Source: an optimization exercise on an open RTL-to-GDS flow (aim: small area, a short achievable clock period and few clock cycles per item). Production flows keep margins and buffers that such runs may drop. Function was checked by simulation only, so behaviour that the tests miss may differ from the original. Power is estimated from default activity; no workload was simulated.

File: design/flow/design.v
`timescale 1ns / 1ps
package xng_pkg;
  localparam logic MODE_RESEED   = 1'b0;
  localparam logic MODE_GENERATE = 1'b1;
  localparam logic [63:0] GAMMA = 64'h9E37_79B9_7F4A_7C15;
endpackage
`timescale 1ns / 1ps
module xng_mul64lo (
  input  logic        sa,
  input  logic        sb,
  input  logic [7:0]  d,
  input  logic [55:0] hs,
  input  logic [55:0] hc,
  input  logic [7:0]  ls,
  input  logic [7:0]  lc,
  input  logic        cy,
  output logic [55:0] ns,
  output logic [55:0] nc,
  output logic [7:0]  nls,
  output logic [7:0]  nlc,
  output logic [7:0]  pbyte,
  output logic        pcy
);
  logic [3:0]  dl, dh;
  logic [63:0] tlo, tlo_A, tlo_B;
  logic [63:0] thi, thi_A, thi_B;
  logic [63:0] a1, c1, s2, c2;
  logic [8:0]  low;
  assign dl = d[3:0];
  assign dh = d[7:4];
  assign tlo_A = (dl[3] ? (dl[2] ? (dl[1] ? (dl[0] ? 64'h362c2f64b16975d7 : 64'h76d3e7f79484901e) : (dl[0] ? 64'hb77ba08a779faa65 : 64'hf823591d5abac4ac)) : (dl[1] ? (dl[0] ? 64'h38cb11b03dd5def3 : 64'h7972ca4320f0f93a) : (dl[0] ? 64'hba1a82d6040c1381 : 64'hfac23b68e7272dc8))) : (dl[2] ? (dl[1] ? (dl[0] ? 64'h3b69f3fbca42480f : 64'h7c11ac8ead5d6256) : (dl[0] ? 64'hbcb9652190787c9d : 64'hfd611db4739396e4)) : (dl[1] ? (dl[0] ? 64'h3e08d64756aeb12b : 64'h7eb08eda39c9cb72) : (dl[0] ? 64'hbf58476d1ce4e5b9 : 64'h0))));
  assign tlo_B = (dl[3] ? (dl[2] ? (dl[1] ? (dl[0] ? 64'hb83451f61fe00cc5 : 64'h2364083b0caefada) : (dl[0] ? 64'h8e93be7ff97de8ef : 64'hf9c374c4e64cd704)) : (dl[1] ? (dl[0] ? 64'h64f32b09d31bc519 : 64'hd022e14ebfeab32e) : (dl[0] ? 64'h3b529793acb9a143 : 64'ha6824dd899888f58))) : (dl[2] ? (dl[1] ? (dl[0] ? 64'h11b2041d86577d6d : 64'h7ce1ba6273266b82) : (dl[0] ? 64'he81170a75ff55997 : 64'h534126ec4cc447ac)) : (dl[1] ? (dl[0] ? 64'hbe70dd31399335c1 : 64'h29a09376266223d6) : (dl[0] ? 64'h94d049bb133111eb : 64'h0))));
  assign thi_A = {(dh[3] ? (dh[2] ? (dh[1] ? (dh[0] ? 60'h62c2f64b16975d7 : 60'h6d3e7f79484901e) : (dh[0] ? 60'h77ba08a779faa65 : 60'h823591d5abac4ac)) : (dh[1] ? (dh[0] ? 60'h8cb11b03dd5def3 : 60'h972ca4320f0f93a) : (dh[0] ? 60'ha1a82d6040c1381 : 60'hac23b68e7272dc8))) : (dh[2] ? (dh[1] ? (dh[0] ? 60'hb69f3fbca42480f : 60'hc11ac8ead5d6256) : (dh[0] ? 60'hcb9652190787c9d : 60'hd611db4739396e4)) : (dh[1] ? (dh[0] ? 60'he08d64756aeb12b : 60'heb08eda39c9cb72) : (dh[0] ? 60'hf58476d1ce4e5b9 : 60'h0)))), 4'h0};
  assign thi_B = {(dh[3] ? (dh[2] ? (dh[1] ? (dh[0] ? 60'h83451f61fe00cc5 : 60'h364083b0caefada) : (dh[0] ? 60'he93be7ff97de8ef : 60'h9c374c4e64cd704)) : (dh[1] ? (dh[0] ? 60'h4f32b09d31bc519 : 60'h22e14ebfeab32e) : (dh[0] ? 60'hb529793acb9a143 : 60'h6824dd899888f58))) : (dh[2] ? (dh[1] ? (dh[0] ? 60'h1b2041d86577d6d : 60'hce1ba6273266b82) : (dh[0] ? 60'h81170a75ff55997 : 60'h34126ec4cc447ac)) : (dh[1] ? (dh[0] ? 60'he70dd31399335c1 : 60'h9a09376266223d6) : (dh[0] ? 60'h4d049bb133111eb : 60'h0)))), 4'h0};
  assign tlo = ({64{sa}} & tlo_A) | ({64{sb}} & tlo_B);
  assign thi = ({64{sa}} & thi_A) | ({64{sb}} & thi_B);
  assign a1 = {8'd0, hs} ^ {8'd0, hc} ^ tlo;
  assign c1 = {(({8'd0, hs} & {8'd0, hc}) | ({8'd0, hs} & tlo) | ({8'd0, hc} & tlo)), 1'b0};
  assign s2 = a1 ^ c1 ^ thi;
  assign c2 = {((a1 & c1) | (a1 & thi) | (c1 & thi)), 1'b0};
  assign low   = {1'b0, ls} + {1'b0, lc} + {8'd0, cy};
  assign pbyte = low[7:0];
  assign pcy   = low[8];
  assign ns    = s2[63:8];
  assign nc    = c2[63:8];
  assign nls   = s2[7:0];
  assign nlc   = c2[7:0];
endmodule
module xng_seed_tab (
  input  logic [7:0]  d,
  output logic [24:0] tc
);
  logic [3:0]  dl, dh;
  logic [24:0] tcl, tch;
  assign dl = d[3:0];
  assign dh = d[7:4];
  assign tcl = {4'd0, (dl[3] ? (dl[2] ? (dl[1] ? (dl[0] ? 21'h9e370 : 21'h94539) : (dl[0] ? 21'h8a702 : 21'h808cb)) : (dl[1] ? (dl[0] ? 21'h76a94 : 21'h6cc5d) : (dl[0] ? 21'h62e26 : 21'h58fef))) : (dl[2] ? (dl[1] ? (dl[0] ? 21'h4f1b8 : 21'h45381) : (dl[0] ? 21'h3b54a : 21'h31713)) : (dl[1] ? (dl[0] ? 21'h278dc : 21'h1daa5) : (dl[0] ? 21'h13c6e : 21'h9e37))))};
  assign tch = {1'b0, (dh[3] ? (dh[2] ? (dh[1] ? (dh[0] ? 20'h94539 : 20'h8a702) : (dh[0] ? 20'h808cb : 20'h76a94)) : (dh[1] ? (dh[0] ? 20'h6cc5d : 20'h62e26) : (dh[0] ? 20'h58fef : 20'h4f1b8))) : (dh[2] ? (dh[1] ? (dh[0] ? 20'h45381 : 20'h3b54a) : (dh[0] ? 20'h31713 : 20'h278dc)) : (dh[1] ? (dh[0] ? 20'h1daa5 : 20'h13c6e) : (dh[0] ? 20'h9e37 : 20'h0)))), 4'h0};
  assign tc  = tcl + tch;
endmodule
`timescale 1ns / 1ps
module xng_emit (
  input  logic       clk,
  input  logic       rst_n,
  input  logic       in_v,
  input  logic [7:0] in_rb,
  input  logic       in_first,
  input  logic       in_last,
  output logic       in_adv,
  output logic       out_tvalid,
  input  logic       out_tready,
  output logic [6:0] out_noise,
  output logic       out_tlast
);
  logic       rb_v, rb_first, rb_last;
  logic       wb_v, wb_last;
  logic [7:0] wb;
  logic [7:0] rb;
  logic [2:0] prev3;
  logic       c9;
  logic       o_v, o_last, sk_v, sk_last;
  logic [6:0] o_d, sk_d;
  logic       push, pop;
  logic [2:0] lo3;
  logic       cin;
  logic [8:0] wsum;
  logic [1:0] adj;
  logic [6:0] m_d;
  logic rb_mv;
  assign push   = wb_v && !sk_v;
  assign pop    = o_v && out_tready;
  assign rb_mv  = !wb_v || !sk_v;
  assign in_adv = !rb_v || rb_mv;
  assign lo3  = rb_first ? 3'b000 : prev3;
  assign cin  = rb_first ? 1'b0 : c9;
  assign wsum = {1'b0, rb} + {1'b0, rb[4:0], lo3} + {8'd0, cin};
  assign adj  = (wb[7:1] == 7'h7f) ? 2'd2 : (wb[7] || (wb[6:0] == 7'h7f)) ? 2'd1 : 2'd0;
  assign m_d  = wb[6:0] + 7'd65 + {5'd0, adj};
  always_ff @(posedge clk) begin
    if (!rst_n) begin
      rb_v <= 1'b0;
      wb_v <= 1'b0;
      o_v  <= 1'b0;
      sk_v <= 1'b0;
    end else begin
      if (in_adv) rb_v <= in_v;
      if (rb_mv) wb_v <= rb_v;
      if (sk_v && (!o_v || pop)) begin
        o_v  <= 1'b1;
        sk_v <= 1'b0;
      end else if (push && (!o_v || pop)) begin
        o_v <= 1'b1;
      end else if (push) begin
        sk_v <= 1'b1;
      end else if (pop) begin
        o_v <= 1'b0;
      end
    end
  end
  always_ff @(posedge clk) begin
    if (in_adv && in_v) begin
      rb       <= in_rb;
      rb_first <= in_first;
      rb_last  <= in_last;
    end
    if (rb_mv && rb_v) begin
      wb      <= wsum[7:0];
      wb_last <= rb_last;
      prev3   <= rb[7:5];
      c9      <= wsum[8];
    end
    if (sk_v && (!o_v || pop)) begin
      o_d    <= sk_d;
      o_last <= sk_last;
    end else if (push && (!o_v || pop)) begin
      o_d    <= m_d;
      o_last <= wb_last;
    end else if (push) begin
      sk_d    <= m_d;
      sk_last <= wb_last;
    end
  end
  assign out_tvalid = o_v;
  assign out_noise  = o_d;
  assign out_tlast  = o_last;
endmodule
`timescale 1ns / 1ps
import xng_pkg::*;
module xoshiro_int8_noise_generator_unit (
  input  logic        clk,
  input  logic        rst_n,
  input  logic        cfg_valid,
  output logic        cfg_ready,
  input  logic [63:0] cfg_data,
  input  logic        in_tvalid,
  output logic        in_tready,
  input  logic [15:0] in_tdata,
  input  logic        in_tuser,
  output logic        out_tvalid,
  input  logic        out_tready,
  output logic [7:0]  out_tdata,
  output logic        out_tlast
);
  logic        q_v, q_mode;
  logic [3:0]  q_cnt;
  logic [7:0]  q_stream;
  logic        in_rdy_r, cfg_rdy_r;
  logic        q_v_nxt, q_rs_nxt;
  logic [63:0] base_r;
  logic [63:0] s0_r, s1_r, s2_r, s3_r;
  logic        g_act;
  logic [3:0]  g_n;
  logic [2:0]  g_k;
  logic        g_tc;
  logic [7:0]  g_koh;
  logic        w0;
  logic [7:0]  wa, wb;
  logic        e_adv, g_go, g_done, g_last, g_nz, g_start;
  logic [7:0]  rbyte;
  logic        rcarry;
  logic        c57_r, c57_cur, c57_step;
  logic [63:0] s1n;
  logic        rs_act;
  logic [1:0]  rs_i;
  logic [2:0]  rs_cnt;
  logic        f_init, f_seed, f_ma, f_x27, f_mb, f_fin;
  logic [55:0] hs_r, hc_r, ns, nc;
  logic [7:0]  ls_r, lc_r, nls, nlc;
  logic        cy_r, pcy;
  logic [7:0]  pbyte;
  logic [63:0] r_r, x_r, rfull;
  logic [24:0] q_r, tc;
  logic        rs_go, rs_start, rs_fin, rs_done;
  logic [63:0] bus;
  assign g_start  = q_v && (q_mode == MODE_GENERATE) && (!rs_act || rs_done) && (!g_act || g_done);
  assign rs_start = q_v && (q_mode == MODE_RESEED) && !rs_act;
  always_comb begin
    q_v_nxt  = q_v;
    q_rs_nxt = q_v && (q_mode == MODE_RESEED);
    if (g_start || rs_start) begin
      q_v_nxt  = 1'b0;
      q_rs_nxt = 1'b0;
    end
    if (in_tvalid && in_rdy_r) begin
      q_v_nxt  = 1'b1;
      q_rs_nxt = (in_tuser == MODE_RESEED);
    end
  end
  always_ff @(posedge clk) begin
    if (!rst_n) begin
      q_v       <= 1'b0;
      in_rdy_r  <= 1'b1;
      cfg_rdy_r <= 1'b1;
      base_r    <= '0;
    end else begin
      q_v       <= q_v_nxt;
      in_rdy_r  <= !q_v_nxt;
      cfg_rdy_r <= !q_rs_nxt;
      if (cfg_valid && cfg_rdy_r) base_r <= cfg_data;
    end
  end
  always_ff @(posedge clk) begin
    if (in_tvalid && in_rdy_r) begin
      q_mode   <= in_tuser;
      q_cnt    <= in_tdata[11:8];
      q_stream <= in_tdata[7:0];
    end
  end
  assign in_tready = in_rdy_r;
  assign cfg_ready = cfg_rdy_r;
  assign s1n      = s1_r ^ s2_r ^ s0_r;
  assign c57_cur  = ({1'b0, s1_r[56:0]} + {1'b0, s1_r[54:0], 2'b00}) >> 57;
  assign c57_step = ({1'b0, s1n[56:0]} + {1'b0, s1n[54:0], 2'b00}) >> 57;
  always_ff @(posedge clk) begin
    if (g_done) c57_r <= c57_step;
    else if (!g_act) c57_r <= c57_cur;
  end
  logic [7:0]  kn;
  logic [16:0] win_nx, win_c0, win_n0;
  assign kn     = {g_koh[6:0], 1'b0};
  assign win_c0 = {s1_r[0], 1'b0, s1_r[63:57], 1'b0, s1_r[61:55]};
  assign win_n0 = {s1n[0], 1'b0, s1n[63:57], 1'b0, s1n[61:55]};
  assign win_nx = ({17{kn[1]}} & {1'b0, s1_r[8:1],   s1_r[6:0], 1'b0}) |
                  ({17{kn[2]}} & {1'b0, s1_r[16:9],  s1_r[14:7]}) |
                  ({17{kn[3]}} & {1'b0, s1_r[24:17], s1_r[22:15]}) |
                  ({17{kn[4]}} & {1'b0, s1_r[32:25], s1_r[30:23]}) |
                  ({17{kn[5]}} & {1'b0, s1_r[40:33], s1_r[38:31]}) |
                  ({17{kn[6]}} & {1'b0, s1_r[48:41], s1_r[46:39]}) |
                  ({17{kn[7]}} & {1'b0, s1_r[56:49], s1_r[54:47]});
  always_ff @(posedge clk) begin
    if (g_done) begin
      {w0, wa, wb} <= win_n0;
    end else if (!g_act) begin
      {w0, wa, wb} <= win_c0;
    end else if (g_go) begin
      {w0, wa, wb} <= win_nx;
    end
  end
  always_comb begin
    logic [8:0] t;
    t = {1'b0, wa} + {1'b0, wb} + {8'd0, g_koh[0] ? c57_r : (g_koh[1] ? 1'b0 : g_tc)};
    rbyte  = g_koh[0] ? {w0, t[6:0]} : t[7:0];
    rcarry = t[8];
  end
  assign g_go   = g_act && e_adv;
  assign g_done = g_go && g_last;
  always_ff @(posedge clk) begin
    if (!rst_n) begin
      g_act <= 1'b0;
    end else begin
      if (g_start) g_act <= 1'b1;
      else if (g_done) g_act <= 1'b0;
    end
  end
  always_ff @(posedge clk) begin
    if (g_start) begin
      g_n    <= (q_cnt > 4'd8) ? 4'd8 : q_cnt;
      g_nz   <= (q_cnt != 4'd0);
      g_last <= (q_cnt <= 4'd1);
      g_k    <= 3'd0;
      g_koh  <= 8'b0000_0001;
    end else if (g_go) begin
      g_k    <= g_k + 3'd1;
      g_koh  <= {g_koh[6:0], 1'b0};
      g_last <= ({1'b0, g_k} + 4'd2 == g_n);
      g_tc   <= rcarry;
    end
  end
  xng_emit u_emit (
    .clk        (clk),
    .rst_n      (rst_n),
    .in_v       (g_act && g_nz),
    .in_rb      (rbyte),
    .in_first   (g_koh[0]),
    .in_last    (g_last),
    .in_adv     (e_adv),
    .out_tvalid (out_tvalid),
    .out_tready (out_tready),
    .out_noise  (out_tdata[6:0]),
    .out_tlast  (out_tlast)
  );
  assign out_tdata[7] = 1'b0;
  assign rs_go   = rs_act && !(f_fin && g_act);
  assign rs_fin  = rs_go && f_fin;
  assign rs_done = rs_fin && !f_seed;
  xng_mul64lo u_mul (
    .sa    (f_ma),
    .sb    (f_mb),
    .d     (r_r[7:0]),
    .hs    (hs_r),
    .hc    (hc_r),
    .ls    (ls_r),
    .lc    (lc_r),
    .cy    (cy_r),
    .ns    (ns),
    .nc    (nc),
    .nls   (nls),
    .nlc   (nlc),
    .pbyte (pbyte),
    .pcy   (pcy)
  );
  xng_seed_tab u_seed (
    .d  (q_stream),
    .tc (tc)
  );
  assign rfull = {pbyte, r_r[63:8]};
  assign bus   = rfull ^ (rfull >> 31);
  always_ff @(posedge clk) begin
    if (!rst_n) begin
      rs_act <= 1'b0;
      f_init <= 1'b0;
      f_seed <= 1'b0;
      f_ma   <= 1'b0;
      f_x27  <= 1'b0;
      f_mb   <= 1'b0;
      f_fin  <= 1'b0;
    end else if (rs_start) begin
      rs_act <= 1'b1;
      f_init <= 1'b1;
    end else if (rs_go) begin
      if (f_init) begin
        f_init <= 1'b0;
        f_seed <= 1'b1;
      end else if (f_seed) begin
        f_seed <= 1'b0;
        f_fin  <= 1'b0;
        f_ma   <= 1'b1;
      end else if (f_ma) begin
        if (rs_cnt == 3'd7) begin
          f_ma  <= 1'b0;
          f_x27 <= 1'b1;
        end
      end else if (f_x27) begin
        f_x27 <= 1'b0;
        f_mb  <= 1'b1;
      end else if (f_mb) begin
        if (rs_cnt == 3'd7) begin
          f_mb   <= 1'b0;
          f_fin  <= 1'b1;
          f_seed <= (rs_i != 2'd3);
        end
      end else if (f_fin) begin
        f_fin  <= 1'b0;
        rs_act <= 1'b0;
      end
    end
  end
  always_ff @(posedge clk) begin
    if (rs_start) begin
      rs_i   <= 2'd0;
      rs_cnt <= 3'd0;
    end else if (rs_go) begin
      if (f_ma || f_mb) rs_cnt <= rs_cnt + 3'd1;
      if (f_fin) rs_i <= rs_i + 2'd1;
    end
    if (rs_start) begin
      x_r <= base_r;
      q_r <= tc;
    end else if (rs_go && (f_init || f_seed)) begin
      x_r <= x_r + GAMMA + {39'd0, q_r};
      q_r <= '0;
    end
    if (rs_go) begin
      if (f_seed) begin
        r_r <= x_r ^ (x_r >> 30);
      end else if (f_x27) begin
        r_r <= rfull ^ (rfull >> 27);
      end else if (f_ma || f_mb) begin
        r_r <= rfull;
      end
      if (f_seed || f_x27) begin
        ls_r <= '0;
        lc_r <= '0;
        cy_r <= 1'b0;
      end else begin
        ls_r <= nls;
        lc_r <= nlc;
        cy_r <= pcy;
      end
    end
    if (f_seed || f_x27) begin
      hs_r <= '0;
      hc_r <= '0;
    end else begin
      hs_r <= ns;
      hc_r <= nc;
    end
  end
  always_ff @(posedge clk) begin
    if (!rst_n) begin
      s0_r <= '0;
      s1_r <= '0;
      s2_r <= '0;
      s3_r <= '0;
    end else if (rs_fin) begin
      case (rs_i)
        2'd0:    s0_r <= bus;
        2'd1:    s1_r <= bus;
        2'd2:    s2_r <= bus;
        default: s3_r <= bus;
      endcase
    end else if (g_done) begin
      s0_r <= s0_r ^ s3_r ^ s1_r;
      s1_r <= s1n;
      s2_r <= s2_r ^ s0_r ^ {s1_r[46:0], 17'd0};
      s3_r <= {s3_r[18:0] ^ s1_r[18:0], s3_r[63:19] ^ s1_r[63:19]};
    end
  end
endmodule
File: design/flow/flow/run.sh
#!/bin/bash
# Own flow: the standard layout (bash standard.sh, which also runs the
# standard synthesis), with repair_timing asked for extra setup margin so
# that the layout is optimised well past the 11 ns clock.
cp standard.sh standard_sh.log
cp config.mk config_mk.log
export ABC_CLOCK_PERIOD_IN_PS=3000
export CORE_UTILIZATION=55
export SETUP_SLACK_MARGIN=7.5
bash standard.sh > standard.log 2>&1
File: design/flow/standard.sh
#!/bin/bash
# synth_recipe.tcl (not shown) runs the flow's synth.tcl, then flattens the netlist and writes it again
# the make line also repeats each setting of config.mk as NAME=value (left out here)
make -C /OpenROAD-flow-scripts/flow DESIGN_CONFIG=/design/flow/config.mk WORK_HOME=/design/flow/orfs CLKGATE_MAP_FILE= SYNTH_SCRIPT=/design/flow/synth_recipe.tcl "${@:-finish}"
File: design/flow/config.mk
export PLATFORM = sky130hd
export DESIGN_NAME = xoshiro_int8_noise_generator_unit
export DESIGN_NICKNAME = xoshiro_int8_noise_generator_unit
export VERILOG_FILES = /design/flow/design.v
export SDC_FILE = /design/flow/constraint.sdc
export NUM_CORES = 4
export LEC_CHECK = 0
export CAP_MARGIN = 20
export CORE_MARGIN = 2
export CORE_UTILIZATION = 40
export SLEW_MARGIN = 20
File: design/flow/constraint.sdc
create_clock -name core_clock -period 11.0 [get_ports {clk}]
set_input_delay 2.2000 -clock core_clock [delete_from_list [all_inputs] [get_ports {clk}]]
set_output_delay 2.2000 -clock core_clock [all_outputs]
set_load 0.01 [all_outputs]
==> run_results.csv, run 1 <==
group,metric,value,unit
detailed_routing,routed_via_density,5.717,
pwr,clkPwrFrac,40.2,%
clocking,cts_made_buffers,85,
worst_setup_path,cp.depth,14,
synthesis,ys_seq_area_share,35.99,%
clocking,clock_tree.root_cell,"clkbuf_16",
sta,worst_pin_slew,1.064,ns
pwr,p_leak,21.41,nW
cells_and_area,fin_util,46.12,%
worst_setup_path,crit_required,11.42,ns
sta,rsz0062_at_grt,"true",
sta,period_needed,3.476,ns
floorplan,die_h,341.9,um
synthesis,synth.cell_area,45660,um2
cells_and_area,final_area,52030,um2
clocking,h-tree-depth,3,
worst_setup_path,crit_slowest_cell,"edfxtp_1",
place,place_area,47700,um2
pwr,p_sw_share,28.43,%
min_path,holdPathStages,0,
cells_and_area,drive_gt1_share,10.12,%
detailed_routing,drc,0,
worst_setup_path,cp_cell_sequence,"ha_4, ha_4, o21ai_0, nor2_2, o31a_1, a211o_1, a41oi_2, buf_4, nor3_2, o21ai_2, buf_4, a211oi_2, mux2i_1, nor2_1",
run,max_cap_viol_count,0,
place,dp_hpwl,103100,um
detailed_routing,drt_wl_total,145900,um
cells_and_area,area_growth,13.95,%
detailed_routing,drtIter0Drc,3752,
pwr,ir_drop,0.0001025,V
worst_setup_path,max_stage_delay,0.45,ns
floorplan,initial_utilization,40.48,%
detailed_routing,dr.pass1.iters,8,
grt,track_usage,24.21,%
synthesis,syn_inst,5232,
cells_and_area,multi_input_area,28270,um2
worst_setup_path,arrival,3.90,ns
synthesis,ys_types,88,
grt,antenna_found_initial,3,
worst_setup_path,cp_max_fo,4,
clocking,ctsHoldBuffers,0,
worst_setup_path,rrSetupSlack,7.52,ns
synthesis,synth_edf_count,238,
sta,maxSlewViolCount,0,
detailed_routing,final_antenna_net_count,0,
clocking,clkTransAtPathRegs,0.06,ns
sta,fin_crit_sh,31.60,%
cells_and_area,nNetsFinal,5708,
detailed_routing,wl_per_cell,21.50,um
sta,hold_violations,0,
pwr,p_int,4.997,mW
status,status,"complete, no violations",
worst_setup_path,crit_type,"flip-flop to flip-flop",
floorplan,num_rows,123,
pwr,powerDensity,134.2,nW/um2
worst_setup_path,end_kind,"flip-flop",
pwr,p_switching,1.985,mW
sta,skew,0.02189,ns
pwr,p_comb_share,17.6,%
sta,finalSetupViolations,0,
detailed_routing,vias,38793,
floorplan,dieArea,116900,um2
floorplan,ios,98,
synthesis,synth_area_per_cell,8.727,um2
grt,grt-ovfl-total,0,
place,io_buffer_count,92,
synthesis,ys_seq_elements,702,
worst_setup_path,critPathLaunchType,"flip-flop",
synthesis,async_flop_share,0,%
synthesis,ys.flop_type,"dfxtp_1",
grt,grt_max_degree,160,
min_path,min_path_type,"flip-flop to flip-flop",
worst_setup_path,crit_family,"compound AO/OA/AOI/OAI gates",
worst_setup_path,cp_num_buf_inv,2,
place,gp_congestion,0.9303,
floorplan,coreArea,112800,um2
grt,grt_pass1_wl,220300,um
synthesis,syn-num-nets,5720,
clocking,cts_buffer_depth,3,
synthesis,yosysWarnings,2,
floorplan,die_w,341.9,um
clocking,clk_latency,0.67,ns
grt,grt_pass1_vias,36071,
clocking,cts_tree,"built",
cells_and_area,regArea,16470,um2
worst_setup_path,reg2regPathDepth,14,
pwr,sequentialPowerShare,42.2,%
clocking,cts_sinks,702,
sta,fmax,287.7,MHz
cells_and_area,nFillCells,10796,
sta,fin_tns_setup,0,ns
sta,max_slew_margin,29.10,%
Yosys cell counts (all sizes together) (71+ instances only):
cell type  instances  area (um2)
xor2             156        1366
edfxtp           238        7147
nor2             295        1107
a21oi            395        1977
a21o              71       534.3
nand3             85       425.4
clkbuf           286        1075
xnor2            286        2505
inv              163       611.8
a21boi           141        1062
nand2            766        2875
and2             136       852.1
o21ai            441        2207
dfxtp            464        9289
fa               116        2322
nor2b             90       563.0
ha               286        3578
sequential cells by signal, indices dropped and copies added (netlist names), 25 cells and up:
register,count
base_r,64
r_r,64
s0_r,64
s1_r,64
s2_r,64
s3_r,64
x_r,64
hc_r,56
hs_r,56
q_r,25
cell usage in the layout (no fill, tap or decap), types with 44 or more instances in the layout:
cell,count
edfxtp_1,238
o21ai_0,420
and2_1,133
clkbuf_16,88
buf_4,119
nor2_1,285
xnor2_1,272
xor2_1,156
o31ai_1,61
a22oi_1,57
a21boi_0,139
nor3_1,63
dfxtp_1,443
nor3b_1,44
clkdlybuf4s50_1,80
o211ai_1,65
a21oi_1,366
ha_1,257
nand2_1,757
nand3_1,85
fa_1,115
nor2b_1,88
inv_1,151
a21o_1,70
path summary, 6_finish.rpt:
path,startpoint,to
max reg2reg,x_r[3],x_r[60]
max,x_r[3],x_r[60]
min reg2reg,u_emit.rb_last,u_emit.wb_last
min,u_emit.rb_last,u_emit.wb_last
cell families (layout without fill, tap and decap cells):
kind of cell / count (synthesis) / count (layout) / share of synthesized area (%)
other: 1 / 2 / 0.008213
adder cells (fa/ha/maj): 404 / 404 / 12.97
flip-flops: 702 / 702 / 35.99
AND/OR/NAND/NOR: 1630 / 1630 / 16.41
AO/OA/AOI/OAI: 1504 / 1504 / 20.68
multiplexers: 56 / 56 / 1.310
XOR/XNOR: 444 / 444 / 8.582
buffers and inverters: 491 / 543 / 4.053
stage by stage:
step	setup slack (ns)	power, mW	cells	hold WS, ns
6_report	7.524	6.983	6785	0.4563
2_1_floorplan	7.545	3.737	5232	0.4003
3_3_place_gp	6.637	4.055	6545	0.4292
5_1_grt	7.391	7.282	6784	0.4571
3_5_place_dp	6.674	4.071	6545	0.4350
4_1_cts	7.457	6.937	6744	0.4485
worst reg2reg max path: stages (launching register included):
cell and delay [ns]:
edfxtp_1 0.45, ha_4 0.28, ha_4 0.29, o21ai_0 0.11
nor2_2 0.20, o31a_1 0.26, a211o_1 0.21, a41oi_2 0.19
buf_4 0.19, nor3_2 0.28, o21ai_2 0.11, buf_4 0.15
a211oi_2 0.26, mux2i_1 0.21, nor2_1 0.06
per-layer routing:
| metal | global-route usage, % | wire length (um) | part of all wire [%] | vias up |
|---|---|---|---|---|
| li1 | - | - | - | 18345 |
| met1 | 33.65 | 64940 | 45 | 18756 |
| met2 | 38.06 | 65240 | 45 | 1377 |
| met3 | 3.673 | 9832 | 6.7 | 313 |
| met4 | 8.866 | 5862 | 4.0 | 2 |
| met5 | 0 | 13 | 0.0089 | - |
power groups by stage:
stage / clock network [mW] / logic, mW / registers (mW)
after global placement: 0 / 1.05 / 3.01
after floorplan: 0 / 0.802 / 2.93
after global routing: 2.97 / 1.36 / 2.95
final: 2.81 / 1.23 / 2.94
after detailed placement: 0 / 1.06 / 3.01
after CTS: 2.86 / 1.13 / 2.95
timing repair:
action                                  in CTS  in global routing
endpoints found under the setup margin     256                267
pin swaps                                   24                 41
setup buffers                               47                 40
gates resized for setup                    121                124
cloned                                       1                  0
layout make-up:
| type | instances | area share, % |
|---|---|---|
| Timing Repair inverter | 1 | 0.01443 |
| Clock inverter | 29 | 0.4858 |
| Timing Repair Buffer | 225 | 3.874 |
| Multi-Input combinational cell | 4039 | 54.32 |
| Antenna cell | 1 | 0.004809 |
| Inverter | 166 | 1.241 |
| Tap cell | 1500 | 3.607 |
| Clock buffer | 122 | 4.785 |
| Sequential cell | 702 | 31.66 |
Testbench counts, summed over its fixed seeds: cycles 20,017, bytes 16,560.
==> run 2, diff against run 1 <==
==> design/flow/run.sh (new file) <==
#!/bin/bash
# synth_recipe.tcl (not shown) runs the flow's synth.tcl, then flattens the netlist and writes it again
# the make line also repeats each setting of config.mk as NAME=value (left out here)
make -C /OpenROAD-flow-scripts/flow DESIGN_CONFIG=/design/flow/config.mk WORK_HOME=/design/flow/orfs CLKGATE_MAP_FILE= SYNTH_SCRIPT=/design/flow/synth_recipe.tcl finish
--- a/design/flow/config.mk
+++ b/design/flow/config.mk
@@ -5,7 +5,8 @@
 export SDC_FILE = /design/flow/constraint.sdc
 export NUM_CORES = 4
 export LEC_CHECK = 0
+export ABC_CLOCK_PERIOD_IN_PS = 3000
 export CAP_MARGIN = 20
 export CORE_MARGIN = 2
-export CORE_UTILIZATION = 40
+export CORE_UTILIZATION = 55
 export SLEW_MARGIN = 20
removed: design/flow/flow/run.sh
removed: design/flow/standard.sh
==> run 2 against run 1 <==
  * Critical path type unchanged
  * Register-to-register slack got worse by 1.1 ns
  * Maximum frequency decreased by 25%
  * Critical endpoint is now q_r[20]
  * Sequential share of layout area increased by 1.4 points
  * Critical path depth increased by 1
  * Global-route usage increased by 11 points
==> run_results.csv, run 2 <==
group,metric,value,unit
cells_and_area,nFillCells,7384,
sta,fin_tns_setup,0,ns
status,status,"complete, no violations",
clocking,clkTransAtPathRegs,0.06,ns
sta,rsz0062_at_grt,"false",
cells_and_area,layout_commonest_cell,"nand2_1",
place,gp_congestion,0.9750,
grt,track_usage,35.07,%
synthesis,syn-num-nets,5720,
detailed_routing,drtIter0Drc,4108,
sta,holdWs,0.4259,ns
floorplan,die_w,292.1,um
clocking,clk_latency,0.65,ns
synthesis,ys_top_cells_by_area,"dfxtp_1 20%, edfxtp_1 16%, ha_1 7.8%",
detailed_routing,routed_via_density,6.162,
worst_setup_path,critPathLaunchType,"flip-flop",
detailed_routing,dr.pass1.iters,8,
floorplan,coreArea,82110,um2
place,io_buffer_count,92,
min_path,min_path_type,"flip-flop to flip-flop",
synthesis,synth_area_leader_cell,"dfxtp_1",
synthesis,ys_seq_elements,702,
sta,worst_slack,6.390,ns
synthesis,syn_inst,5232,
sta,hold_violations,0,
synthesis,yosysWarnings,2,
pwr,finalPower,6.680,mW
floorplan,die_h,292.1,um
worst_setup_path,arrival,4.97,ns
pwr,p_sw_share,29.44,%
cells_and_area,final_area,49710,um2
synthesis,synth_edf_count,238,
detailed_routing,drt_wl_total,151800,um
clocking,cts_resized,0,
cells_and_area,nNetsFinal,5618,
synthesis,yosysMostFrequentCell,"nand2_1",
sta,period_needed,4.610,ns
synthesis,ys_types,88,
clocking,ctsHoldBuffers,0,
grt,grt-ovfl-total,0,
clocking,cts_sinks,702,
cells_and_area,layout_common_cells,"760 x nand2_1, 460 x dfxtp_1, 433 x o21ai_0, 393 x a21oi_1, 293 x nor2_1",
pwr,ir_drop,0.0001400,V
sta,maxSlewViolCount,0,
cells_and_area,multi_input_area,27460,um2
sta,finalSetupViolations,0,
floorplan,dieArea,85340,um2
synthesis,synth.cell_area,45660,um2
sta,skew,0.01916,ns
floorplan,initial_utilization,55.61,%
cells_and_area,area_growth,8.856,%
cells_and_area,regArea,16440,um2
pwr,p_int,4.713,mW
pwr,p_switching,1.966,mW
pwr,p_comb_share,16.2,%
sta,max_slew_margin,29.33,%
detailed_routing,final_antenna_net_count,0,
place,dp_hpwl,112200,um
sta,worst_pin_slew,1.056,ns
sta,fin_crit_sh,41.91,%
place,place_worst_setup_slack,6.389,ns
grt,grt_max_degree,166,
worst_setup_path,crit_type,"flip-flop to flip-flop",
clocking,clock_tree.root_cell,"clkbuf_16",
synthesis,synth_commonest_cells,"766 x nand2_1, 464 x dfxtp_1, 434 x o21ai_0",
grt,antenna_found_initial,3,
worst_setup_path,end_kind,"flip-flop",
floorplan,num_rows,105,
clocking,cts_tree,"built",
place,place_area,47180,um2
pwr,p_leak,20.67,nW
grt,grt_pass1_wl,227100,um
detailed_routing,drc,0,
detailed_routing,vias,38603,
synthesis,ys.flop_type,"dfxtp_1",
pwr,sequentialPowerShare,44.4,%
pwr,powerDensity,134.4,nW/um2
sta,fmax,216.9,MHz
synthesis,ys_seq_area_share,35.99,%
synthesis,synth.top_cell.area_share,20.34,%
grt,grt_pass1_vias,35685,
worst_setup_path,cp_max_fo,10,
floorplan,ios,98,
clocking,cts_made_buffers,81,
synthesis,async_flop_share,0,%
run,max_cap_viol_count,0,
worst_setup_path,crit_required,11.36,ns
cells_and_area,drive_gt1_share,5.178,%
clocking,cts_buffer_depth,3,
clocking,h-tree-depth,3,
pwr,clkPwrFrac,39.3,%
clocking,cts_setup_buffers,0,
synthesis,synth_area_per_cell,8.727,um2
detailed_routing,wl_per_cell,24.23,um
cells_and_area,n_antenna_cell,0,
-- run 2: routing by layer --
metal / share of wire, % / GRT usage (%)
met5: 0.015 / 0
met4: 6.3 / 18.71
met3: 7.1 / 4.719
met2: 46 / 56.21
met1: 41 / 46.16
-- run 2: area by class of cell --
| class | instances | share of cell area (%) |
|---|---|---|
| multi-input cells | 4039 | 55.25 |
| flip-flops and latches | 702 | 33.08 |
| clock buffers | 123 | 4.622 |
| well taps | 1070 | 2.693 |
| repair buffers | 140 | 2.638 |
| inverters | 166 | 1.254 |
| clock inverters | 25 | 0.4581 |
-- run 2: logic make-up (layout without fill, tap and decap cells) --
family	count (synthesis)	after routing	share of synthesized area (%)
other	1	1	0.008213
multiplexers	56	56	1.310
buffers and inverters	491	454	4.053
flip-flops	702	702	35.99
XOR/XNOR	444	444	8.582
adder cells (fa/ha/maj)	404	404	12.97
AND/OR/NAND/NOR	1630	1630	16.41
AO/OA/AOI/OAI	1504	1504	20.68
-- run 2: final timing paths --
path / slack [ns] / end / depth (start not counted) / start
setup / recovery: 6.39 / q_r[20] / 15 / q_stream[0]
hold / removal: 0.43 / u_emit.wb_last / 0 / u_emit.rb_last
setup reg to reg: 6.39 / q_r[20] / 15 / q_stream[0]
hold reg to reg: 0.43 / u_emit.wb_last / 0 / u_emit.rb_last
-- run 2: power by group through the flow --
stage                     Sequential [mW]  Clock (mW)  Combinational (mW)
final                                2.97        2.63                1.09
after CTS                            2.96        2.65                1.08
after global placement               3.02           0                1.06
after floorplan                      2.94           0               0.799
after global routing                 2.97        2.75                1.21
after detailed placement             3.02           0                1.07
-- run 2: critical path, cell delays in order, from the launching register on --
cell	delay [ns]
edfxtp_1	0.68
inv_1	0.20
ha_1	0.40
o21ai_0	0.10
ha_1	0.24
fa_1	0.43
a21oi_1	0.24
o21bai_1	0.14
a21oi_1	0.20
o21ai_0	0.16
a41oi_1	0.39
a211oi_1	0.20
or3b_2	0.47
a21oi_1	0.26
xnor2_1	0.15
nor2_1	0.05
-- run 2: through the flow --
step | std cells | utilization [%]
finish | 6265 | 60.53
global route | 6265 | 60.53
CTS | 6265 | 60.53
detailed placement | 6117 | 57.45
global placement | 6117 | 57.45
floorplan | 5232 | -
==> run 3, diff against run 2 <==
--- a/design/flow/design.v
+++ b/design/flow/design.v
@@ -2,7 +2,7 @@
 package xng_pkg;
   localparam logic MODE_RESEED   = 1'b0;
   localparam logic MODE_GENERATE = 1'b1;
-  localparam logic [63:0] GAMMA = 64'h9E37_79B9_7F4A_7C15;
+  localparam logic [63:0] GAMMA    = 64'h9E37_79B9_7F4A_7C15;
 endpackage
 `timescale 1ns / 1ps
 module xng_mul64lo (
@@ -190,9 +190,10 @@
   logic [7:0]  pbyte;
   logic [63:0] r_r, x_r, rfull;
   logic [24:0] q_r, tc;
-  logic        rs_go, rs_start, rs_fin, rs_done;
+  logic        rs_go, rs_start, rs_fin, rs_done, rs_s1, g_pre, g_blk;
   logic [63:0] bus;
-  assign g_start  = q_v && (q_mode == MODE_GENERATE) && (!rs_act || rs_done) && (!g_act || g_done);
+  assign g_start  = q_v && (q_mode == MODE_GENERATE) && (!rs_act || rs_done || rs_s1) &&
+                    (!g_act || g_done);
   assign rs_start = q_v && (q_mode == MODE_RESEED) && !rs_act;
   always_comb begin
     q_v_nxt  = q_v;
@@ -262,14 +263,18 @@
     rbyte  = g_koh[0] ? {w0, t[6:0]} : t[7:0];
     rcarry = t[8];
   end
-  assign g_go   = g_act && e_adv;
+  assign g_blk  = g_last && rs_act && !g_pre;
+  assign g_go   = g_act && e_adv && !g_blk;
   assign g_done = g_go && g_last;
   always_ff @(posedge clk) begin
     if (!rst_n) begin
       g_act <= 1'b0;
+      g_pre <= 1'b0;
     end else begin
       if (g_start) g_act <= 1'b1;
       else if (g_done) g_act <= 1'b0;
+      if (g_start) g_pre <= 1'b0;
+      else if (rs_start) g_pre <= g_act && !g_done;
     end
   end
   always_ff @(posedge clk) begin
@@ -289,7 +294,7 @@
   xng_emit u_emit (
     .clk        (clk),
     .rst_n      (rst_n),
-    .in_v       (g_act && g_nz),
+    .in_v       (g_act && g_nz && !g_blk),
     .in_rb      (rbyte),
     .in_first   (g_koh[0]),
     .in_last    (g_last),
@@ -300,7 +305,8 @@
     .out_tlast  (out_tlast)
   );
   assign out_tdata[7] = 1'b0;
-  assign rs_go   = rs_act && !(f_fin && g_act);
+  assign rs_go   = rs_act && !(f_fin && g_act && g_pre);
+  assign rs_s1   = rs_act && rs_i[1];
   assign rs_fin  = rs_go && f_fin;
   assign rs_done = rs_fin && !f_seed;
   xng_mul64lo u_mul (
==> design/flow/flow/run.sh (new file) <==
#!/bin/bash
export SETUP_SLACK_MARGIN=7.7
bash standard.sh > standard.log 2>&1
==> design/flow/standard.sh (new file) <==
#!/bin/bash
# synth_recipe.tcl (not shown) runs the flow's synth.tcl, then flattens the netlist and writes it again
# the make line also repeats each setting of config.mk as NAME=value (left out here)
make -C /OpenROAD-flow-scripts/flow DESIGN_CONFIG=/design/flow/config.mk WORK_HOME=/design/flow/orfs CLKGATE_MAP_FILE= SYNTH_SCRIPT=/design/flow/synth_recipe.tcl "${@:-finish}"
--- a/design/flow/config.mk
+++ b/design/flow/config.mk
@@ -8,5 +8,5 @@
 export ABC_CLOCK_PERIOD_IN_PS = 3000
 export CAP_MARGIN = 20
 export CORE_MARGIN = 2
-export CORE_UTILIZATION = 55
+export CORE_UTILIZATION = 65
 export SLEW_MARGIN = 20
removed: design/flow/run.sh
==> run 3 against run 2 <==
  * Sequential share of layout area is 0.83 points lower
  * Combinational power increased by 23%
  * Highest routed layer unchanged
  * Critical endpoint is now x_r[53]
  * Critical path type unchanged
  * Still clean on timing, DRC and antenna
  * Cell count down 2.3%
  * Sequential power hardly changed
  * Non-clock buffer count up 133
  * Largest cell class unchanged
==> run_results.csv, run 3 <==
group,metric,value,unit
status,status,"complete, no violations",
place,gp_congestion,1.010,
pwr,powerDensity,137.6,nW/um2
synthesis,synth_edf_count,238,
floorplan,coreArea,68470,um2
synthesis,async_flop_share,0,%
worst_setup_path,crit_family,"compound AO/OA/AOI/OAI gates",
synthesis,ys_seq_elements,703,
pwr,sequentialPowerShare,42.3,%
grt,antenna_found_initial,4,
detailed_routing,vias,39603,
min_path,holdPathStages,2,
floorplan,die_h,266.6,um
worst_setup_path,crit_slowest_cell,"edfxtp_1",
sta,maxSlewViolCount,0,
min_path,min_path_type,"flip-flop to flip-flop",
clocking,cts_buffer_depth,3,
cells_and_area,area_growth,14.17,%
floorplan,ios,98,
clocking,clk_latency,0.65,ns
detailed_routing,final_antenna_net_count,0,
worst_setup_path,crit_required,11.40,ns
synthesis,syn-num-nets,5640,
clocking,h-tree-depth,3,
worst_setup_path,end_kind,"flip-flop",
worst_setup_path,reg2reg_from,"x_r[1]",
detailed_routing,drt_wl_total,146300,um
synthesis,ys_types,91,
sta,finalSetupViolations,0,
place,dp_hpwl,97780,um
synthesis,synth_area_leader_cell,"dfxtp_1",
floorplan,num_rows,96,
cells_and_area,final_area,51170,um2
sta,period_needed,3.831,ns
grt,grt_pass1_wl,215000,um
sta,fmax,261.0,MHz
worst_setup_path,arrival,4.23,ns
run,max_cap_viol_count,0,
synthesis,ys_top_cells_by_area,"dfxtp_1 21%, edfxtp_1 16%, ha_1 8.0%",
detailed_routing,routed_via_density,6.471,
cells_and_area,drive_gt1_share,11.69,%
synthesis,yosysMostFrequentCell,"nand2_1",
detailed_routing,drc,0,
worst_setup_path,cp_cell_sequence,"ha_4, ha_4, inv_2, fa_2, and2b_1, o31a_1, o211ai_4, a2111oi_4, buf_4, nor3_4, o31ai_4, a21oi_2, o31a_1, or4_1, o211a_1",
floorplan,die_w,266.6,um
detailed_routing,dr.pass1.iters,7,
clocking,cts_made_buffers,79,
place,place_area,46010,um2
clocking,clkTransAtPathRegs,0.06,ns
worst_setup_path,cp_num_buf_inv,2,
cells_and_area,nNetsFinal,5658,
pwr,ir_drop,0.0001337,V
cells_and_area,layout_commonest_cell,"nand2_1",
cells_and_area,regArea,16500,um2
sta,worst_pin_slew,1.185,ns
cells_and_area,multi_input_area,27730,um2
worst_setup_path,reg2regPathDepth,15,
worst_setup_path,cp-startpoint,"x_r[1]",
sta,max_slew_margin,20.75,%
pwr,p_int,4.967,mW
grt,grt_pass1_vias,36761,
pwr,p_leak,20.81,nW
min_path,holdPathEnd,"base_r[29]",
synthesis,synth_area_per_cell,8.700,um2
pwr,p_sw_share,29.48,%
synthesis,yosysWarnings,2,
place,io_buffer_count,92,
worst_setup_path,critPathLaunchType,"flip-flop",
detailed_routing,wl_per_cell,23.90,um
synthesis,syn_inst,5152,
grt,grt-ovfl-total,0,
sta,rsz0062_at_grt,"true",
cells_and_area,layout_common_cells,"703 x nand2_1, 436 x dfxtp_1, 431 x a21oi_1, 422 x nor2_1, 356 x o21ai_0",
sta,worst_slack,7.169,ns
synthesis,ys.flop_type,"dfxtp_1",
min_path,min_from,"base_r[29]",
clocking,clock_tree.root_cell,"clkbuf_16",
synthesis,synth.top_cell.area_share,20.77,%
pwr,p_switching,2.077,mW
grt,grt_max_degree,126,
sta,fin_tns_setup,0,ns
detailed_routing,drtIter0Drc,4938,
pwr,p_comb_share,19.0,%
cells_and_area,nFillCells,5043,
clocking,cts_sinks,703,
floorplan,initial_utilization,65.47,%
synthesis,ys_seq_area_share,36.71,%
cells_and_area,fin_util,74.74,%
worst_setup_path,rrSetupSlack,7.17,ns
sta,fin_crit_sh,34.83,%
pwr,clkPwrFrac,38.7,%
synthesis,synth.cell_area,44820,um2
floorplan,dieArea,71070,um2
grt,track_usage,39.33,%
worst_setup_path,max_stage_delay,0.44,ns
worst_setup_path,reg2reg_to,"x_r[53]",
synthesis,synth_commonest_cells,"714 x nand2_1, 465 x dfxtp_1, 453 x a21oi_1",
sta,hold_violations,0,
sta,skew,0.01888,ns
worst_setup_path,crit_type,"flip-flop to flip-flop",
clocking,cts_tree,"built",
place,place_worst_setup_slack,5.632,ns
worst_setup_path,cp_max_fo,3,
## run 3: changes by cell type after synthesis, moves of 29 or more
cell / delta
a21boi_0: -135
o31ai_1: -31
nor2b_1: -61
nor2_1: +133
a21oi_1: +58
nor3b_1: -41
nand2_1: -52
a311oi_1: +66
nand3b_1: +36
xor2_1: +72
mux2i_1: +29
o21ai_0: -45
xnor2_1: -65
## run 3: cell families after synthesis
logic type	Yosys count	synth area share [%]
AO/OA/AOI/OAI	1347	18.38
XOR/XNOR	449	8.774
adder cells (fa/ha/maj)	406	13.25
buffers and inverters	499	4.212
flip-flops	703	36.71
multiplexers	88	2.057
other	1	0.008366
AND/OR/NAND/NOR	1659	16.60
## run 3: how the worst max path moves through the flow
stage	to	slack [ns]	depth (start not counted)
floorplan	x_r[53]	7.45	14
global placement	s2_r[53]	5.64	6
detailed placement	s3_r[33]	5.63	6
CTS	x_r[61]	7.17	14
global route	x_r[53]	7.01	15
finish	x_r[53]	7.17	15
## run 3: stage by stage
stage | hold WS (ns) | power [mW] | cells
2_1_floorplan | 0.4003 | 3.814 | 5152
3_3_place_gp | 0.4428 | 4.120 | 5822
3_5_place_dp | 0.4396 | 4.146 | 5822
4_1_cts | 0.4544 | 6.908 | 6044
5_1_grt | 0.4621 | 7.291 | 6118
6_report | 0.4520 | 7.044 | 6120
## run 3: area by class of cell
type,instances,share of cell area [%]
inverters,155,1.235
multi-input cells,3953,54.19
flip-flops and latches,703,32.25
repair buffers,273,4.893
well taps,882,2.157
clock buffers,120,4.584
clock inverters,27,0.6210
diodes,2,0.009780
repair inverters,5,0.06113
## run 3: tightest hold or removal path: cells and delay by family (launching register included)
family / cells / cell delay (ns)
compound gates: 1 / 0.05
flops: 1 / 0.30
simple gates: 1 / 0.05
## run 3: repair_timing
item | 4_1_cts | 5_1_grt
cloned | 3 | 8
hold buffers | 0 | 0
gates resized for setup | 201 | 169
buffers inserted | 72 | 66
pin swaps | 32 | 70
endpoints found under the setup margin | 409 | 265
## run 3: power by group through the flow
stage          sequential (mW)  combinational [mW]  clock (mW)
2_1_floorplan             2.95               0.865           0
3_3_place_gp              3.04                1.08           0
3_5_place_dp              3.04                1.10           0
4_1_cts                   2.97                1.20        2.73
5_1_grt                   2.99                1.46        2.84
6_report                  2.98                1.34        2.72
## run 3: metal layers
| metal | vias up | wire, um | GRT usage (%) |
|---|---|---|---|
| met1 | 18855 | 56040 | 50.44 |
| met5 | - | 41 | 0 |
| met2 | 2176 | 65940 | 62.25 |
| li1 | 18045 | - | - |
| met3 | 521 | 13810 | 6.790 |
| met4 | 6 | 10430 | 23.98 |
Testbench counts of run 3, summed over its fixed seeds: cycles 19,711, bytes 16,560.
==> run 4, diff against run 3 <==
==> design/flow/flow/run.sh (replaced) <==
#!/bin/bash
export SETUP_SLACK_MARGIN=7.5
bash standard.sh > standard.log 2>&1
--- a/design/flow/config.mk
+++ b/design/flow/config.mk
@@ -8,5 +8,5 @@
 export ABC_CLOCK_PERIOD_IN_PS = 3000
 export CAP_MARGIN = 20
 export CORE_MARGIN = 2
-export CORE_UTILIZATION = 65
+export CORE_UTILIZATION = 55
 export SLEW_MARGIN = 20
==> run 4 against run 3 <==
  * Core utilization down 12 points
  * Sequential share of layout area up 0.43 points
  * Register-to-register slack worse by 0.20 ns
  * Sequential power about the same
  * Combinational power decreased by 6%
  * Global-route usage down 4.9 points
  * Highest routed layer unchanged
  * Maximum frequency down 5.0%
  * Power is 1.8% lower
  * Via count is 3.8% lower
  * Largest cell class unchanged
  * Still clean on timing, DRC and antenna
  * Largest power group unchanged
  * Critical path depth did not move
==> run_results.csv, run 4 <==
group,metric,value,unit
status,status,"complete, no violations",
synthesis,synth_adder_area_share,13.25,%
synthesis,ys_top_cells_by_area,"dfxtp_1 21%, edfxtp_1 16%, ha_1 8.0%",
detailed_routing,vias,38082,
synthesis,syn_inst,5152,
synthesis,yosys.area_share.simple,16.60,%
grt,antenna_found_initial,4,
clocking,h-tree-depth,3,
worst_setup_path,critPathLaunchType,"flip-flop",
floorplan,initial_utilization,55.65,%
floorplan,dieArea,83790,um2
place,io_buffer_count,92,
pwr,p_leak,20.42,nW
pwr,ir_drop,0.0001219,V
cells_and_area,nNetsFinal,5611,
sta,hold_violations,0,
detailed_routing,final_antenna_net_count,0,
synthesis,synth_area_leader_cell,"dfxtp_1",
floorplan,die_h,289.5,um
cells_and_area,final_area,50400,um2
synthesis,ys_types,91,
clocking,clock_tree.root_cell,"clkbuf_16",
grt,grt_pass1_vias,35452,
clocking,cts_tree,"built",
synthesis,synth_edf_count,238,
synthesis,synth_commonest_cells,"714 x nand2_1, 465 x dfxtp_1, 453 x a21oi_1",
cells_and_area,layout_common_cells,"699 x nand2_1, 455 x dfxtp_1, 432 x a21oi_1, 423 x nor2_1, 360 x o21ai_0",
worst_setup_path,crit_type,"flip-flop to flip-flop",
synthesis,ys.flop_type,"dfxtp_1",
clocking,clk_latency,0.64,ns
synthesis,syn-num-nets,5640,
sta,fin_crit_sh,36.68,%
detailed_routing,drc,0,
synthesis,ys_seq_elements,703,
cells_and_area,n_antenna_cell,0,
sta,fin_tns_setup,0,ns
place,dp_hpwl,103500,um
synthesis,synth-xor-area-share,8.774,%
synthesis,synth_area_per_cell,8.700,um2
floorplan,coreArea,80550,um2
synthesis,synth_top_family_by_area,"compound AO/OA/AOI/OAI gates",
worst_setup_path,rrSetupSlack,6.97,ns
min_path,holdPathStages,0,
clocking,cts_buffer_depth,3,
clocking,clkTransAtPathRegs,0.06,ns
synthesis,synth_compound_area_share,18.38,%
pwr,powerDensity,137.3,nW/um2
synthesis,synth_mux_area_share,2.057,%
sta,rsz0062_at_grt,"true",
grt,grt_max_degree,126,
worst_setup_path,end_kind,"flip-flop",
clocking,cts_made_buffers,79,
cells_and_area,drive_gt1_share,9.597,%
detailed_routing,routed_via_density,6.094,
detailed_routing,dr.pass1.iters,7,
synthesis,synth.cell_area,44820,um2
worst_setup_path,reg2regPathDepth,15,
sta,fmax,247.9,MHz
run,max_cap_viol_count,0,
detailed_routing,wl_per_cell,23.54,um
worst_setup_path,reg2reg_to,"x_r[53]",
synthesis,synth.top_cell.area_share,20.77,%
cells_and_area,area_growth,12.44,%
synthesis,async_flop_share,0,%
floorplan,die_w,289.5,um
grt,track_usage,34.41,%
place,place_area,46270,um2
detailed_routing,drt_wl_total,147100,um
sta,worst_pin_slew,1.175,ns
worst_setup_path,cp_max_fo,3,
clocking,cts_sinks,703,
worst_setup_path,arrival,4.42,ns
place,gp_congestion,0.9774,
worst_setup_path,reg2reg_from,"x_r[1]",
sta,maxSlewViolCount,0,
synthesis,yosysMostFrequentCell,"nand2_1",
synthesis,ys_seq_area_share,36.71,%
sta,finalSetupViolations,0,
sta,period_needed,4.034,ns
grt,grt_pass1_wl,219300,um
synthesis,yosysWarnings,2,
worst_setup_path,crit_required,11.39,ns
sta,skew,0.01810,ns
clocking,ctsHoldBuffers,0,
detailed_routing,drtIter0Drc,3837,
min_path,min_path_type,"flip-flop to flip-flop",
cells_and_area,layout_commonest_cell,"nand2_1",
floorplan,ios,98,
grt,grt-ovfl-total,0,
floorplan,num_rows,104,
min_path,min_from,"u_emit.rb_last",
min_path,holdPathEnd,"u_emit.wb_last",
sta,max_slew_margin,21.09,%
-- run 4: worst max path at each step --
stage / from / to / depth (start not counted)
global route: x_r[1] / x_r[61] / 14
detailed placement: r_r[0] / hs_r[27] / 10
floorplan: x_r[1] / x_r[53] / 14
global placement: r_r[0] / hs_r[27] / 10
finish: x_r[1] / x_r[53] / 15
CTS: x_r[1] / x_r[59] / 14
-- run 4: cells by family (layout without fill, tap and decap cells) --
family / Yosys count / in the layout
AND/OR/NAND/NOR: 1659 / 1661
adder cells (fa/ha/maj): 406 / 406
flip-flops: 703 / 703
XOR/XNOR: 449 / 449
other: 1 / 1
multiplexers: 88 / 88
AO/OA/AOI/OAI: 1347 / 1347
buffers and inverters: 499 / 534
-- run 4: repair_timing --
item                                    in CTS  in global routing
endpoints found under the setup margin     315                212
resized for setup                          105                132
setup buffers                               50                 40
pin swaps                                   25                 51
gates cloned                                 4                  1
-- run 4: metal layers --
layer | wire length [um] | up-vias | track usage (%)
met4 | 8750 | 4 | 17.56
li1 | - | 17938 | -
met5 | 32 | - | 0
met3 | 10520 | 347 | 5.496
met2 | 66330 | 1506 | 54.60
met1 | 61490 | 18287 | 45.51
-- run 4: critical path, cell delays in order, from the launching register on --
cell and delay [ns]:
edfxtp_1 0.39, ha_1 0.30, ha_2 0.18, inv_2 0.04
fa_2 0.34, and2b_1 0.23, o31a_1 0.21, o211ai_2 0.13
a2111oi_4 0.48, buf_4 0.20, nor3_4 0.05, o31ai_4 0.34
a21oi_2 0.11, o31a_1 0.27, or4_1 0.40, o211a_1 0.12
-- run 4: layout make-up --
class / count / area [um2]
fillers: 6998 / 30150
multi-input cells: 3952 / 27340
flip-flops and latches: 703 / 16470
clock buffers: 114 / 2270
repair buffers: 229 / 2017
well taps: 1060 / 1326
inverters: 155 / 618.1
clock inverters: 33 / 334.1
repair inverters: 3 / 17.52
-- run 4: report_power, final --
group | total [mW] | leakage [nW] | internal [mW] | switching [mW]
Sequential | 2.98 | 5.98 | 2.83 | 0.149
Combinational | 1.26 | 13.2 | 0.524 | 0.733
Clock | 2.68 | 1.28 | 1.54 | 1.14
Total | 6.92 | 20.4 | 4.90 | 2.02
-- run 4: metrics by stage --
stage | power (mW) | instances | utilization, % | setup WS [ns] | hold WS (ns)
final | 6.919 | 6249 | 62.57 | 6.966 | 0.4271
after floorplan | 3.811 | 5152 | - | 7.450 | 0.4003
after detailed placement | 4.164 | 6007 | 57.45 | 6.713 | 0.4063
after global routing | 7.188 | 6249 | 62.57 | 6.773 | 0.4576
after global placement | 4.147 | 6007 | 57.45 | 6.719 | 0.4053
after CTS | 6.858 | 6208 | 61.52 | 6.999 | 0.4324

## re-timing with driven ports
How much do the figures lean on ideal ports? The routed layouts below were timed once more, with nothing changed but the port constraints.
Step 1: set_driving_cell puts a clkbuf_16 on clk and a buf_2 on each other input, an assumption about the parent block.
Step 2 moves the port delays by t, midway between the first and last clock arrival at a register: inputs arrive t later, outputs are due t later. That takes back most of the time a late clock gives input paths.
a / b / c = ideal / step 1 / step 2; a / b = the first two.
| run | shift t [ns] | setup WS [ns] | clock arrival spread, ns | worst data-port slew with drivers (ns) |
|---|---|---|---|---|
| run 1 | 0.734 | 7.524 / 7.468 / 6.983 | 0.025 / 0.025 | 0.05 |
| run 2 | 0.718 | 6.390 / 6.390 / 6.390 | 0.021 / 0.021 | 0.07 |
| run 3 | 0.708 | 7.169 / 7.169 / 6.998 | 0.023 / 0.023 | 0.06 |
| run 4 | 0.706 | 6.966 / 6.966 / 6.966 | 0.022 / 0.022 | 0.06 |
After both steps setup and hold are still met in every run listed. For run 1, which loses most, drivers alone change the setup slack by -0.056 ns; drivers and shift together by -0.541 ns.
